This design comes from an exercise in tuning for small area and a short achievable clock period on the open sky130 flow, not from production work.
Function was checked by simulation only, so behaviour that the tests miss may differ from the original.

## wallaceMulTop
module wallaceMulTop (
	input  logic        clk,
	input  logic        arstN,
	input  logic        reqValid,
	input  logic [15:0] reqOpA,
	input  logic [15:0] reqOpB,
	output logic        respValid,
	output logic [31:0] respProduct
);
clock: 4.3 ns
lec_check: 0
abc_clock_period_in_ps: 2500
cap_margin: 20
core_margin: 2
core_utilization: 60
setup_slack_margin: 2.1
slew_margin: 20
synth_hierarchical: 1
standard.sh (not shown) runs the stock make flow with config.mk's settings and CLKGATE_MAP_FILE= SYNTH_SCRIPT=/design/flow/synth_recipe.tcl, a recipe that flattens the netlist after the stock synthesis.
==> flow/flow/run.sh <==
#!/bin/bash
# The standard layout (standard.sh, unchanged synthesis) with two changes:
# the port buffers are plain buf_2 cells instead of the delay buffers that
# buffer_ports picks by default, and the clock tree is built from clkbuf_8 cells without dummy loads.
set -euo pipefail
export BUFFER_PORTS_ARGS="-buffer_cell sky130_fd_sc_hd__buf_2"
export CTS_ARGS="-sink_clustering_enable -repair_clock_nets -buf_list sky130_fd_sc_hd__clkbuf_4 -dont_use_dummy_load -sink_clustering_size 8 -sink_clustering_max_diameter 50"
bash standard.sh > standard.log 2>&1
==> next run, changes <==
--- a/flow/flow/run.sh
+++ b/flow/flow/run.sh
@@ -7 +7 @@
-export CTS_ARGS="-sink_clustering_enable -repair_clock_nets -buf_list sky130_fd_sc_hd__clkbuf_4 -dont_use_dummy_load -sink_clustering_size 8 -sink_clustering_max_diameter 50"
+export CTS_ARGS="-sink_clustering_enable -repair_clock_nets -buf_list sky130_fd_sc_hd__clkbuf_8 -dont_use_dummy_load -sink_clustering_size 14 -sink_clustering_max_diameter 100"
- SETUP_SLACK_MARGIN: 2.1 -> 2.2
The changed run ran to the end with no violations.
Worst hold slack gets worse by 0.20 ns.
Maximum frequency fell by a few percent.
==> next run, changes <==
--- a/flow/flow/run.sh
+++ b/flow/flow/run.sh
@@ -7 +7 @@
-export CTS_ARGS="-sink_clustering_enable -repair_clock_nets -buf_list sky130_fd_sc_hd__clkbuf_8 -dont_use_dummy_load -sink_clustering_size 14 -sink_clustering_max_diameter 100"
+export CTS_ARGS="-sink_clustering_enable -repair_clock_nets -buf_list sky130_fd_sc_hd__clkbuf_4 -dont_use_dummy_load -sink_clustering_size 10 -sink_clustering_max_diameter 60"
- SETUP_SLACK_MARGIN: 2.2 -> 2.1
The new run finished clean.
Die area is unchanged.
Sequential share of layout area rises by 0.82 points.
Core utilization is lower by 1.7 points.
Non-clock buffer count drops by 3.
Sequential cell count is unchanged.

========
run a:
wallaceMulTop, a different RTL version from the one above (not shown whole).
Size in the first run: roughly 880 cells after synthesis, roughly 68 I/O pins, about 9700 um^2 of cells after synthesis.
make LEC_CHECK=0 ABC_CLOCK_PERIOD_IN_PS=2500 CAP_MARGIN=20 CORE_MARGIN=2 CORE_UTILIZATION=60 SLEW_MARGIN=20 SYNTH_HIERARCHICAL=1 finish   # period 4.3 ns
run.sh (not shown) runs the stock make flow with config.mk's settings and CLKGATE_MAP_FILE= SYNTH_SCRIPT=/design/flow/synth_recipe.tcl, a recipe that flattens the netlist after the stock synthesis.
Stock flow here: none of the scripts above is used.
Run a closes out successfully: all stages finished, all timing, DRC and antenna checks passed.
## Diff of input files: run b against run a
-- flow/config.mk --
<<< run a, line 10
export CORE_MARGIN = 2
export CORE_UTILIZATION = 60
export SLEW_MARGIN = 20
export SYNTH_HIERARCHICAL = 1
>>> run b, line 10
export CORE_MARGIN = 2
export CORE_UTILIZATION = 60
export SETUP_SLACK_MARGIN = 1.5
export SLEW_MARGIN = 20
export SYNTH_HIERARCHICAL = 1
Results
Going from run a to run b, final critical-path setup slack grows by 0.32 ns. When run b is measured against run a, its filler-free cell count of the finished design turns out about 1.3% higher. On largest stage delay on the critical path, run a tracks run b almost exactly. Cmp run b vs run a: core utilization higher in run b. Changes observed in run b relative to run a: sequential share of layout area saw a decrease, number of antenna violations at the first check in global routing saw a decrease, share of cell area taken by muxes after synthesis saw little to no change, number of tap cells added at floorplan saw little to no change. Run b: number of signal-net buffers in the layout higher than run a. On setup slack at placement, run a loses to run b. Run b vs run a, critical-path cell with the highest stage delay: sky130_fd_sc_hd__fa_1 vs sky130_fd_sc_hd__a211oi_1.

========
wallaceMulTop with an RTL version that a note above also has.
For scale: about 210 flip-flops, ~68 I/O pins.
clock: 4.3 ns
lec_check: 0
abc_clock_period_in_ps: 2500
cap_margin: 20
core_margin: 2
core_utilization: 60
setup_slack_margin: 2.3
slew_margin: 20
synth_hierarchical: 1
standard.sh (not shown) runs the stock make flow with config.mk's settings and CLKGATE_MAP_FILE= SYNTH_SCRIPT=/design/flow/synth_recipe.tcl, a recipe that flattens the netlist after the stock synthesis.
==> flow/flow/run.sh <==
#!/bin/bash
# The standard layout (standard.sh, unchanged synthesis) with two changes:
# the port buffers are plain buf_2 cells instead of the delay buffers that
# buffer_ports picks by default, and the clock tree is built from clkbuf_8 cells without dummy loads.
set -euo pipefail
export BUFFER_PORTS_ARGS="-buffer_cell sky130_fd_sc_hd__buf_2"
export CTS_ARGS="-sink_clustering_enable -repair_clock_nets -buf_list sky130_fd_sc_hd__clkbuf_8 -dont_use_dummy_load -sink_clustering_size 14 -sink_clustering_max_diameter 100"
bash standard.sh > standard.log 2>&1
Change:
--- a/flow/config.mk
+++ b/flow/config.mk
@@ -12 +12 @@
-export SETUP_SLACK_MARGIN = 2.3
+export SETUP_SLACK_MARGIN = 2.0
After rerunning:
- utilization went down by 6.6 points
- worst hold slack is worse by 0.014 ns
- clock skew goes down by 0.014 ns
- area after synthesis stays the same

========
## run 1
Starting RTL as in the previous note.
clock: 4.3 ns
lec_check: 0
abc_clock_period_in_ps: 1800
cap_margin: 20
core_margin: 2
core_utilization: 60
setup_slack_margin: 2.1
slew_margin: 20
synth_hierarchical: 1
Scripts as last shown in full above: flow/flow/run.sh
Inputs modified between run 1 and run 2:
-- flow/config.mk --
<<< run 1, line 6
export NUM_CORES = 4
export LEC_CHECK = 0
export ABC_CLOCK_PERIOD_IN_PS = 1800
export CAP_MARGIN = 20
export CORE_MARGIN = 2
>>> run 2, line 6
export NUM_CORES = 4
export LEC_CHECK = 0
export ABC_CLOCK_PERIOD_IN_PS = 2500
export CAP_MARGIN = 20
export CORE_MARGIN = 2
Results
- For number of slew-limit violations in the final report, run 2 and run 1 come out practically identical.
- Any difference in synthesized cell count between run 1 and run 2 is small enough to ignore.
- Between run 2 and run 1, the non-clock buffer count does not differ in any meaningful way.
- Comparing run 1 against run 2, there is no change at all in core area.
- ~same met2 track demand over resource in global routing in run 2 and run 1
diff inputs: run 2 => run 3
-- flow/config.mk --
<<< run 2, line 10
export CORE_MARGIN = 2
export CORE_UTILIZATION = 60
export SETUP_SLACK_MARGIN = 2.1
export SLEW_MARGIN = 20
export SYNTH_HIERARCHICAL = 1
>>> run 3, line 10
export CORE_MARGIN = 2
export CORE_UTILIZATION = 60
export SETUP_SLACK_MARGIN = 1.9
export SLEW_MARGIN = 20
export SYNTH_HIERARCHICAL = 1
--- outcome ---
Minimum setup slack in the final design: run 3 < run 2. Diff run 3..run 2 | synthesized area | unchanged. Cell area after layout: run 3 < run 2. Per the comparison of run 3 with run 2, layout overhead on the synthesized area shows a reduction of 2.1 points, clock-buffer cell count was more or less identical. Run 3 vs run 2 on count of non-CTS buffers in the layout: run 3 is the lower one.

[afterwards: timing with drivers on the ports]
Ports are ideal in the flow. The routed layouts listed here were re-timed in OpenROAD. Step 1 (the two cells are an assumption about what drives the block):
set clk [get_ports {clk}]
set_driving_cell -lib_cell sky130_fd_sc_hd__clkbuf_16 $clk
set_driving_cell -lib_cell sky130_fd_sc_hd__buf_2 [delete_from_list [all_inputs] $clk]
Step 2 moves the port delays by t, midway between the first and last clock arrival at a register: inputs arrive t later, outputs are due t later. That takes back most of the time a late clock gives input paths. a / b / c = ideal / step 1 / step 2; a / b = the first two.
run	t (ns)	setup WS [ns]	hold slack, ns	worst data-port slew with drivers (ns)	cell pins on the clock port's net
the first run of note 1	0.629	2.059 / 2.059 / 1.542	0.331 / 0.331 / 0.331	0.04	1
the second run of note 1	0.548	1.951 / 1.951 / 1.690	0.129 / 0.107 / 0.332	0.06	1
the third run of note 1	0.662	2.058 / 2.058 / 1.557	0.258 / 0.258 / 0.258	0.04	1
run a	0.462	1.172 / 1.172 / 1.172	0.330 / 0.330 / 0.330	0.03	1
run b	0.470	1.494 / 1.494 / 1.494	0.328 / 0.328 / 0.328	0.03	1
the first run of note 3	0.540	1.944 / 1.944 / 1.671	0.134 / 0.113 / 0.333	0.21	1
the second run of note 3	0.554	2.009 / 2.009 / 1.530	0.119 / 0.100 / 0.332	0.04	1
run 1	0.540	2.054 / 2.054 / 1.651	0.134 / 0.112 / 0.332	0.05	1
run 2	0.540	2.054 / 2.054 / 1.651	0.134 / 0.112 / 0.332	0.05	1
run 3	0.551	1.933 / 1.933 / 1.495	0.118 / 0.102 / 0.334	0.03	1
After both steps setup and hold are still met in every run listed. For the first run of note 1, which loses most, drivers alone change the setup slack by 0.000 ns; drivers and shift together by -0.517 ns.
